What follows belongs to an exercise in optimizing a design on an open flow for small area; a production flow would make more cautious choices. Only simulation tests tie the RTL to the original design; equivalence was not proved.

==> inputs of build 3 <==
Design esm_dwell_reporter, start of the top module:
module esm_dwell_reporter
#(
    parameter int          AXI_DATA_WIDTH = 32,    
    parameter logic [31:0] REPORT_MAGIC   = 32'h45534D52,
    parameter logic [7:0]  MODULE_ID      = 8'h02,
    parameter logic [7:0]  MESSAGE_TYPE   = 8'h10
) (
    input  logic                      Clk,
    input  logic                      Rst,
    input  logic                      Enable,
    input  logic                      Dwell_active,
    input  logic [183:0]              Dwell_data,
    input  logic [31:0]               Dwell_sequence_num,
    input  logic [63:0]               Timestamp,
    output logic                      M_axis_valid,
    input  logic                      M_axis_ready,
    output logic [AXI_DATA_WIDTH-1:0] M_axis_data,
    output logic                      M_axis_last,
    output logic [15:0]               Dropped_count
);
    logic                active_prev_r;
    logic                captured_r;
    logic [63:0]         sh_ts_r;
    logic [31:0]         act_cnt_r;
    logic [183:0]        meta_r;
    logic [31:0]         dseq_r;
    logic                pend_valid_r;
    logic [63:0]         pend_ts_r;
    logic [31:0]         pend_cnt_r;
    logic [31:0]         rpt_seq_r;
    logic [15:0]         dropped_r;
    logic                send_r;
    logic [3:0]          word_idx_r;
    logic                last_s;
    logic                beat_acc_s;
    logic                last_acc_s;
    logic                dwell_start_s;
    logic                dwell_fall_s;
    logic                dwell_end_s;
    logic                pend_load_s;
    logic                dwell_drop_s;
    logic                meta_we_s;
  ...
==> module esm_dwell_reporter, before the edit <==
module esm_dwell_reporter
#(
    parameter int          AXI_DATA_WIDTH = 32,    
    parameter logic [31:0] REPORT_MAGIC   = 32'h45534D52,
    parameter logic [7:0]  MODULE_ID      = 8'h02,
    parameter logic [7:0]  MESSAGE_TYPE   = 8'h10
) (
    input  logic                      Clk,
    input  logic                      Rst,
    input  logic                      Enable,
    input  logic                      Dwell_active,
    input  logic [183:0]              Dwell_data,
    input  logic [31:0]               Dwell_sequence_num,
    input  logic [63:0]               Timestamp,
    output logic                      M_axis_valid,
    input  logic                      M_axis_ready,
    output logic [AXI_DATA_WIDTH-1:0] M_axis_data,
    output logic                      M_axis_last,
    output logic [15:0]               Dropped_count
);
    logic                active_prev_r;
    logic                captured_r;
    logic [63:0]         sh_ts_r;
    logic [31:0]         act_cnt_r;
    logic [183:0]        meta_r;
    logic [31:0]         dseq_r;
    logic                pend_valid_r;
    logic [63:0]         pend_ts_r;
    logic [31:0]         pend_cnt_r;
    logic [31:0]         rpt_seq_r;
    logic [15:0]         dropped_r;
    logic                send_r;
    logic [3:0]          word_idx_r;
    logic                last_s;
    logic                beat_acc_s;
    logic                last_acc_s;
    logic                dwell_start_s;
    logic                dwell_fall_s;
    logic                dwell_end_s;
    logic                pend_load_s;
    logic                dwell_drop_s;
    logic                meta_we_s;
    assign last_s        = word_idx_r[3] & word_idx_r[2] & word_idx_r[0];
    assign beat_acc_s    = send_r & M_axis_ready;
    assign last_acc_s    = beat_acc_s & last_s;
    assign dwell_start_s = Dwell_active & ~active_prev_r & Enable;
    assign dwell_fall_s  = ~Dwell_active & active_prev_r;
    assign dwell_end_s   = dwell_fall_s & captured_r;
    assign pend_load_s   = dwell_end_s & (~pend_valid_r | last_acc_s);
    assign dwell_drop_s  = dwell_end_s & ~pend_load_s;
    assign meta_we_s     = Dwell_active & (~pend_valid_r | (word_idx_r[3] & word_idx_r[2]));
    always_ff @(posedge Clk) begin
        active_prev_r <= Dwell_active;
        if (Rst) begin
            captured_r <= 1'b0;
        end else if (dwell_start_s) begin
            captured_r <= 1'b1;
        end else if (dwell_fall_s) begin
            captured_r <= 1'b0;
        end
    end
    always_ff @(posedge Clk) begin
        if (dwell_start_s) begin
            sh_ts_r <= Timestamp;
        end
    end
    always_ff @(posedge Clk) begin
        if (dwell_start_s) begin
            act_cnt_r <= 32'd1;
        end else if (Dwell_active && (act_cnt_r != 32'hFFFF_FFFF)) begin
            act_cnt_r <= act_cnt_r + 32'd1;
        end
    end
    always_ff @(posedge Clk) begin
        if (meta_we_s) begin
            meta_r <= Dwell_data;
            dseq_r <= Dwell_sequence_num;
        end
    end
    always_ff @(posedge Clk) begin
        if (pend_load_s) begin
            pend_ts_r  <= sh_ts_r;
            pend_cnt_r <= act_cnt_r;
        end
    end
    always_ff @(posedge Clk) begin
        if (Rst) begin
            pend_valid_r <= 1'b0;
        end else if (pend_load_s) begin
            pend_valid_r <= 1'b1;
        end else if (last_acc_s) begin
            pend_valid_r <= 1'b0;
        end
    end
    always_ff @(posedge Clk) begin
        if (Rst) begin
            rpt_seq_r <= 32'd0;
            dropped_r <= 16'd0;
        end else begin
            if (last_acc_s) begin
                rpt_seq_r <= rpt_seq_r + 32'd1;
            end
            if (dwell_drop_s && (dropped_r != 16'hFFFF)) begin
                dropped_r <= dropped_r + 16'd1;
            end
        end
    end
    always_ff @(posedge Clk) begin
        if (Rst) begin
            send_r     <= 1'b0;
            word_idx_r <= 4'd0;
        end else if (!send_r) begin
            send_r     <= pend_valid_r;
            word_idx_r <= 4'd0;
        end else if (beat_acc_s) begin
            if (last_s) begin
                send_r     <= 1'b0;
                word_idx_r <= 4'd0;
            end else begin
                word_idx_r <= word_idx_r + 4'd1;
            end
        end
    end
    always_comb begin
        case (word_idx_r)
            4'd0:    M_axis_data = REPORT_MAGIC;
            4'd1:    M_axis_data = rpt_seq_r;
            4'd2:    M_axis_data = {MODULE_ID, MESSAGE_TYPE, 16'h0000};
            4'd3:    M_axis_data = dseq_r;
            4'd4:    M_axis_data = meta_r[183:152];
            4'd5:    M_axis_data = meta_r[151:120];
            4'd6:    M_axis_data = {16'h0000, meta_r[119:104]};
            4'd7:    M_axis_data = {16'h0000, meta_r[103:88]};
            4'd8:    M_axis_data = meta_r[55:24];
            4'd9:    M_axis_data = meta_r[87:56];
            4'd10:   M_axis_data = {meta_r[23:8], 8'h00, meta_r[7:0]};
            4'd11:   M_axis_data = pend_cnt_r;
            4'd12:   M_axis_data = pend_ts_r[31:0];
            4'd13:   M_axis_data = pend_ts_r[63:32];
            4'd14:   M_axis_data = pend_ts_r[31:0];
            default: M_axis_data = pend_ts_r[63:32];
        endcase
    end
    assign M_axis_valid  = send_r;
    assign M_axis_last   = last_s;
    assign Dropped_count = dropped_r;
endmodule
clock: 5.0 ns
lec_check: 0
cap_margin: 20
core_margin: 2
core_utilization: 40
slew_margin: 20
run.sh (not shown) runs the stock make flow with config.mk's settings and CLKGATE_MAP_FILE= SYNTH_SCRIPT=/design/flow/synth_recipe.tcl, a recipe that flattens the netlist after the stock synthesis.
==> inputs of build 90, as changes to build 3 <==
--- a/flow/design.v
+++ b/flow/design.v
@@ -69,3 +69,3 @@
             act_cnt_r <= 32'd1;
-        end else if (Dwell_active && (act_cnt_r != 32'hFFFF_FFFF)) begin
+        end else begin
             act_cnt_r <= act_cnt_r + 32'd1;
==> flow/flow/run.sh (new file) <==
#!/bin/bash
# Layout flow: the standard ORFS flow with three changes that only affect
# how the layout is built (not the design, constraints or what is measured):
#   1. After the standard synthesis, the combinational logic between the
#      registers is re-mapped by ABC for area (registers, their names and cell
#      types are left exactly as the standard synthesis made them).
#   2. Port buffers are made from the smallest buffer cell.
#   3. The clock tree uses smaller clock buffers and no dummy loads.
# Each tool's output goes to a log file of its own in this folder.
set -euo pipefail
export BUFFER_PORTS_ARGS="-buffer_cell sky130_fd_sc_hd__buf_1"
if [[ -f flow/cts_args ]]; then
  export CTS_ARGS="$(cat flow/cts_args)"
fi
R=orfs/results/${FLOW_PLATFORM}/esm_dwell_reporter/base
LIB=${FLOW_HOME}/platforms/${FLOW_PLATFORM}/lib/sky130_fd_sc_hd__tt_025C_1v80.lib

bash standard.sh synth > make_synth.log 2>&1

cp $R/1_2_yosys.v $R/1_2_yosys_std.v
DU=$(sed -n '/DONT_USE_CELLS += /,/^$/p' ${FLOW_HOME}/platforms/${FLOW_PLATFORM}/config.mk | tr -d '\\' | tr ' ' '\n' | grep sky130 | sed 's/^/-dont_use /' | tr '\n' ' ')
cat > reopt.ys <<EOY
read_liberty -ignore_miss_func $LIB
read_verilog $R/1_2_yosys_std.v
hierarchy -top ${FLOW_TOP}
blackbox sky130_fd_sc_hd__*df* sky130_fd_sc_hd__*dl* sky130_fd_sc_hd__conb_*
select -assert-none ${FLOW_TOP}/t:sky130_fd_sc_hd__*dl*
tee -o reopt_regs_before.txt select -list ${FLOW_TOP}/t:sky130_fd_sc_hd__dfxtp_1 ${FLOW_TOP}/t:sky130_fd_sc_hd__edfxtp_1
flatten
blackbox sky130_fd_sc_hd__*
opt -purge
abc -liberty $LIB $DU -script $(pwd)/flow/abc.script
read_liberty -lib -overwrite -ignore_miss_func $LIB
opt_clean -purge
hilomap -singleton -hicell sky130_fd_sc_hd__conb_1 HI -locell sky130_fd_sc_hd__conb_1 LO
insbuf -buf sky130_fd_sc_hd__buf_1 A X
splitnets
opt_clean -purge
tee -o reopt_regs_after.txt select -list ${FLOW_TOP}/t:sky130_fd_sc_hd__dfxtp_1 ${FLOW_TOP}/t:sky130_fd_sc_hd__edfxtp_1
tee -o reopt_regs_after_all.txt select -list ${FLOW_TOP}/t:sky130_fd_sc_hd__*df*
tee -o reopt_stat.txt stat -liberty $LIB
check -assert -mapped
write_verilog -noattr -nohex -nodec $R/1_2_yosys.v
EOY
yosys -s reopt.ys > yosys_reopt.log 2>&1
# the registers must be the standard synthesis's: same names, same cell types
for t in dfxtp_1 edfxtp_1; do
  grep -c "sky130_fd_sc_hd__$t " $R/1_2_yosys_std.v > reopt_n_std_$t.txt || true
  grep -c "sky130_fd_sc_hd__$t " $R/1_2_yosys.v > reopt_n_new_$t.txt || true
  cmp reopt_n_std_$t.txt reopt_n_new_$t.txt
done
cmp <(sort reopt_regs_before.txt) <(sort reopt_regs_after.txt)
cmp <(sort reopt_regs_before.txt) <(sort reopt_regs_after_all.txt)
[[ $(grep -c "sky130_fd_sc_hd__[a-z]*df[a-z]*_[0-9] " $R/1_2_yosys_std.v) == $(wc -l < reopt_regs_before.txt) ]]
rm -f $R/1_synth.odb

bash standard.sh finish > make_finish.log 2>&1
==> flow/flow/abc.script (new file) <==
strash
&get -n
&fraig -x
&put
dc2
strash
&get -n
&dch -f
&nf -R 1000
&put
==> flow/flow/cts_args (new file) <==
-sink_clustering_enable -repair_clock_nets -dont_use_dummy_load -buf_list sky130_fd_sc_hd__clkbuf_8
==> flow/standard.sh (new file) <==
#!/bin/bash
# synth_recipe.tcl (not shown) runs the flow's synth.tcl, then flattens the netlist and writes it again
# the make line also repeats each setting of config.mk as NAME=value (left out here)
make -C /OpenROAD-flow-scripts/flow DESIGN_CONFIG=/design/flow/config.mk WORK_HOME=/design/flow/orfs CLKGATE_MAP_FILE= SYNTH_SCRIPT=/design/flow/synth_recipe.tcl "${@:-finish}"
--- a/flow/config.mk
+++ b/flow/config.mk
@@ -9,3 +9,3 @@
 export CORE_MARGIN = 2
-export CORE_UTILIZATION = 40
+export CORE_UTILIZATION = 65
 export SLEW_MARGIN = 20
removed: flow/run.sh
==> results.toml <==
[cells_and_area]
area_growth_pct = 31.6

[setup_path]
reg2reg_depth = 6

[status]
run_status = "complete, no violations"

[synth]
synthDominantAreaCellType = "sky130_fd_sc_hd__edfxtp_1"
(the above is from build 3)
==> results.toml <==
[detailed_routing]
drtIter0Drc = 1635

[clock_network]
clock_path_buffers = 3

[cells_and_area]
ff_latch_area_mm2 = 0.0131
area_growth_pct = 16.9
proportion_of_layout_cells_with_a_drive_suffix_above_1_pct = 7.86

[setup_path]
reg2reg_depth = 14

[synth]
synthesized_netlist_cell_count = 1146

[status]
run_status = "complete, no violations"
(the above is from build 90)

==> what the ideal ports hide <==
The flow's constraints put no driver on any port. The routed layouts listed below were extracted and timed again, unchanged, in two steps. Step 1 assumes that a clkbuf_16 drives the clock port and a buf_2 every other input. Step 2 times the ports against the registers' clock, not the clock port: input delays grow and output delays shrink by t, the midpoint of the rising clock arrivals with the driver on. Three values: no drivers, after step 1, after step 2; two values: the first two.
run	t, ns	slack for setup (ns)	worst setup path at the end
build 3	0.623	0.215 / 0.161 / 0.784	register to output
build 90	0.603	0.584 / 0.536 / 0.277	input to register
After both steps setup and hold are still met in every run listed. For build 90, which loses most, drivers alone change the setup slack by -0.048 ns; drivers and shift together by -0.307 ns.
